Context: an optimization exercise on an open-source flow, tuned for small area and a short achievable clock period. The choices shown serve that exercise and are no tape-out recipe.
The RTL was checked by simulation tests, not by an equivalence proof against the original design.

== job 3706 ==
==> flow/design.v (excerpt) <==
module mul_pipe_unit #(
   parameter int WIDTH   = 32,
   parameter int LATENCY = 4
) (
   input  logic               clk,
   input  logic               rst,
   input  logic               start,
   input  logic               is_signed,
   input  logic [WIDTH-1:0]   a,
   input  logic [WIDTH-1:0]   b,
   input  logic               flush,
   output logic               busy,
   output logic               done,
   output logic [2*WIDTH-1:0] result,
   output logic [1:0]         dbg_state
);
   logic              busy_r;
   logic              done_r;
   logic [1:0]        ph;
   logic [63:0]       result_r;
   logic [32:0]       a_r;      
   logic [23:0]       bl;       
   logic              bp;       
   logic [5:0]        sel_neg, sel_one, sel_two;    
   logic [5:0]        nx_neg, nx_one, nx_two;       
   logic [12:0]       nb;       
   logic [32:0]       acc;      
   logic [44:0]       sum;
   logic [44:0]       rx, ry;
   wire s1;
   wire c2;
   wire s3;
   wire c4;
   wire s5;
   wire c6;
   wire s7;
   wire c8;
   wire s9;
   wire c10;
   wire s11;
   wire c12;
   wire s13;
   wire c14;
   wire s15;
   wire c16;
   wire s17;
   wire c18;
   wire s19;
   wire c20;
   wire s21;
   wire c22;
   wire s23;
   wire c24;
   wire s25;
   wire c26;
   wire s27;
   wire c28;
   wire s29;
   wire c30;
   wire s31;
   wire c32;
   wire s33;
   wire c34;
   wire s35;
   wire c36;
   wire s37;
   wire c38;
   wire s39;
   wire c40;
   wire s41;
   wire c42;
   wire s43;
   wire c44;
   wire s45;
  ...
Settings: LEC_CHECK=0, CAP_MARGIN=20, CORE_MARGIN=2, CORE_UTILIZATION=55, SLEW_MARGIN=20; clock period 11.0 ns.
standard.sh (not shown) runs the stock make flow with config.mk's settings and CLKGATE_MAP_FILE= SYNTH_SCRIPT=/design/flow/synth_recipe.tcl, a recipe that flattens the netlist after the stock synthesis.
==> flow/flow/run.sh <==
#!/bin/bash
# Own layout flow: the standard flow, with two changes.
#  1. After the standard synthesis, flow/faflip.py re-chooses the polarity of each full-adder cell
#     (FA(~a,~b,~c) = ~FA(a,b,c)) so that most of the inverters Yosys's extract_fa leaves between
#     adders go away. Registers and all other cells are untouched.
#  2. Ports are buffered with sky130_fd_sc_hd__buf_1 instead of the flow's default pick.
# Each step's output goes to a log file of its own here; ORFS's own logs are under orfs/logs.
set -euo pipefail
R=orfs/results/sky130hd/mul_pipe_unit/base
bash standard.sh synth > log_synth.txt 2>&1
python3 flow/faflip.py $R/1_2_yosys.v $R/1_2_yosys.faflip.v > log_faflip.txt 2>&1
cp $R/1_2_yosys.v $R/1_2_yosys.orig.v
mv $R/1_2_yosys.faflip.v $R/1_2_yosys.v
rm -f $R/1_synth.odb
touch $R/1_2_yosys.v
bash standard.sh "BUFFER_PORTS_ARGS=-buffer_cell sky130_fd_sc_hd__buf_1" finish > log_finish.txt 2>&1
Other scripts of this flow, unchanged in this note and not shown: flow/flow/faflip.py
Job 3706 went all the way through the flow, and no timing, DRC or antenna check failed.
[inputs] job 4929 vs job 3706
diff --git a/flow/flow/run.sh b/flow/flow/run.sh
--- a/flow/flow/run.sh
+++ b/flow/flow/run.sh
@@ -6,2 +6,3 @@
 #  2. Ports are buffered with sky130_fd_sc_hd__buf_1 instead of the flow's default pick.
+#  3. repair_timing aims 6.3 ns beyond the clock period on the worst path only (no TNS repair).
 # Each step's output goes to a log file of its own here; ORFS's own logs are under orfs/logs.
@@ -15,2 +16,2 @@
 touch $R/1_2_yosys.v
-bash standard.sh "BUFFER_PORTS_ARGS=-buffer_cell sky130_fd_sc_hd__buf_1" finish > log_finish.txt 2>&1
+bash standard.sh "BUFFER_PORTS_ARGS=-buffer_cell sky130_fd_sc_hd__buf_1" SETUP_SLACK_MARGIN=6.3 TNS_END_PERCENT=0 finish > log_finish.txt 2>&1
Results
Against job 3706 as the reference, job 4929 delivers a lower number of search-and-repair iterations in the first detailed-routing pass.
Worst-case register-to-register setup slack in job 4929 is 1210 ps above job 3706.
Changes observed in job 4929 relative to job 3706: antenna cell count shrank by 1; sequential share of layout area shrank by 2.2 points.
Critical path depth, job 3706 and job 4929, higher one = job 3706.
diff inputs: job 4929 => job 2812
==> flow/flow/run.sh <==
#!/bin/bash
# Own layout flow: the standard flow, with these changes.
#  1. After the standard synthesis, flow/faflip.py re-chooses the polarity of each full-adder cell
#     (FA(~a,~b,~c) = ~FA(a,b,c)) so that most of the inverters Yosys's extract_fa leaves between
#     adders go away. Registers and all other cells are untouched.
#  2. Ports are buffered with sky130_fd_sc_hd__buf_1 instead of the flow's default pick.
#  3. Up to CTS, repair_timing aims 5.8 ns beyond the clock period on the worst path only (no TNS
#     repair); routing and the steps after it run with the standard margin.
# Each step's output goes to a log file of its own here; ORFS's own logs are under orfs/logs.
set -euo pipefail
R=orfs/results/sky130hd/mul_pipe_unit/base
PORTS="BUFFER_PORTS_ARGS=-buffer_cell sky130_fd_sc_hd__buf_1"
bash standard.sh synth > log_synth.txt 2>&1
python3 flow/faflip.py $R/1_2_yosys.v $R/1_2_yosys.faflip.v > log_faflip.txt 2>&1
cp $R/1_2_yosys.v $R/1_2_yosys.orig.v
mv $R/1_2_yosys.faflip.v $R/1_2_yosys.v
rm -f $R/1_synth.odb
touch $R/1_2_yosys.v
bash standard.sh "$PORTS" SETUP_SLACK_MARGIN=5.8 TNS_END_PERCENT=0 cts > log_cts.txt 2>&1
bash standard.sh "$PORTS" finish > log_finish.txt 2>&1
==> summary.txt <==
Going from job 4929 to job 2812, minimum setup slack in the final design decreased by 260 ps relative to the old numbers; total wire length -about 4.3%. Job 4929 → job 2812: sequential share of layout area picked up an extra 1.7 points; initial antenna violation count went down by 2.
For job 4791, these inputs were changed with respect to job 2812:
==> flow/flow/run.sh <==
#!/bin/bash
# Own layout flow: the standard flow, with two changes.
#  1. After the standard synthesis, flow/faflip.py re-chooses the polarity of each full-adder cell
#     (FA(~a,~b,~c) = ~FA(a,b,c)) so that most of the inverters Yosys's extract_fa leaves between
#     adders go away. Registers and all other cells are untouched.
#  2. Ports are buffered with sky130_fd_sc_hd__buf_1 instead of the flow's default pick.
#  3. repair_timing aims 5.8 ns beyond the clock period on the worst path only (no TNS repair).
# Each step's output goes to a log file of its own here; ORFS's own logs are under orfs/logs.
set -euo pipefail
R=orfs/results/sky130hd/mul_pipe_unit/base
bash standard.sh synth > log_synth.txt 2>&1
python3 flow/faflip.py $R/1_2_yosys.v $R/1_2_yosys.faflip.v > log_faflip.txt 2>&1
cp $R/1_2_yosys.v $R/1_2_yosys.orig.v
mv $R/1_2_yosys.faflip.v $R/1_2_yosys.v
rm -f $R/1_synth.odb
touch $R/1_2_yosys.v
bash standard.sh "BUFFER_PORTS_ARGS=-buffer_cell sky130_fd_sc_hd__buf_1" SETUP_SLACK_MARGIN=5.8 TNS_END_PERCENT=0 finish > log_finish.txt 2>&1
Results
Sequential share of cell area down 0.99 points in job 4791 wrt job 2812
For total standard cell area after synthesis, job 4791 and job 2812 come out practically identical.
Summary: with job 2812 as the reference, routed metal-1 wirelength in job 4791 moved up slightly.
From job 2812 to job 4791 the numbers moved as follows: worst setup slack rose 150 ps; met3 wire length fell about 0.6%.

==> what the ideal ports hide <==
In the flow no input, the clock included, has a driving cell. The finished layouts below were timed again as built, in two steps.
Step 1 sets driving cells, clkbuf_16 on the clock port and buf_2 on the other inputs (assumed; they add their load-dependent delay and slew).
Step 2 adds t to the input delays and takes it off the output delays; t is the mean of the earliest and latest rising clock arrival at the registers after step 1. Input paths then give back, and output paths get back, about the clock's delay inside the block.
Slacks: ideal / step 1 / step 2; pairs: ideal / step 1.
run | t (ns) | setup slack, ns | worst setup path at the end
job 3706 | 0.502 | 4.749 / 4.749 / 4.749 | register to register
job 4929 | 0.506 | 5.959 / 5.959 / 5.959 | register to register
job 2812 | 0.498 | 5.701 / 5.701 / 5.701 | register to register
job 4791 | 0.500 | 5.851 / 5.851 / 5.851 | register to register
After both steps every run listed still meets setup and hold.
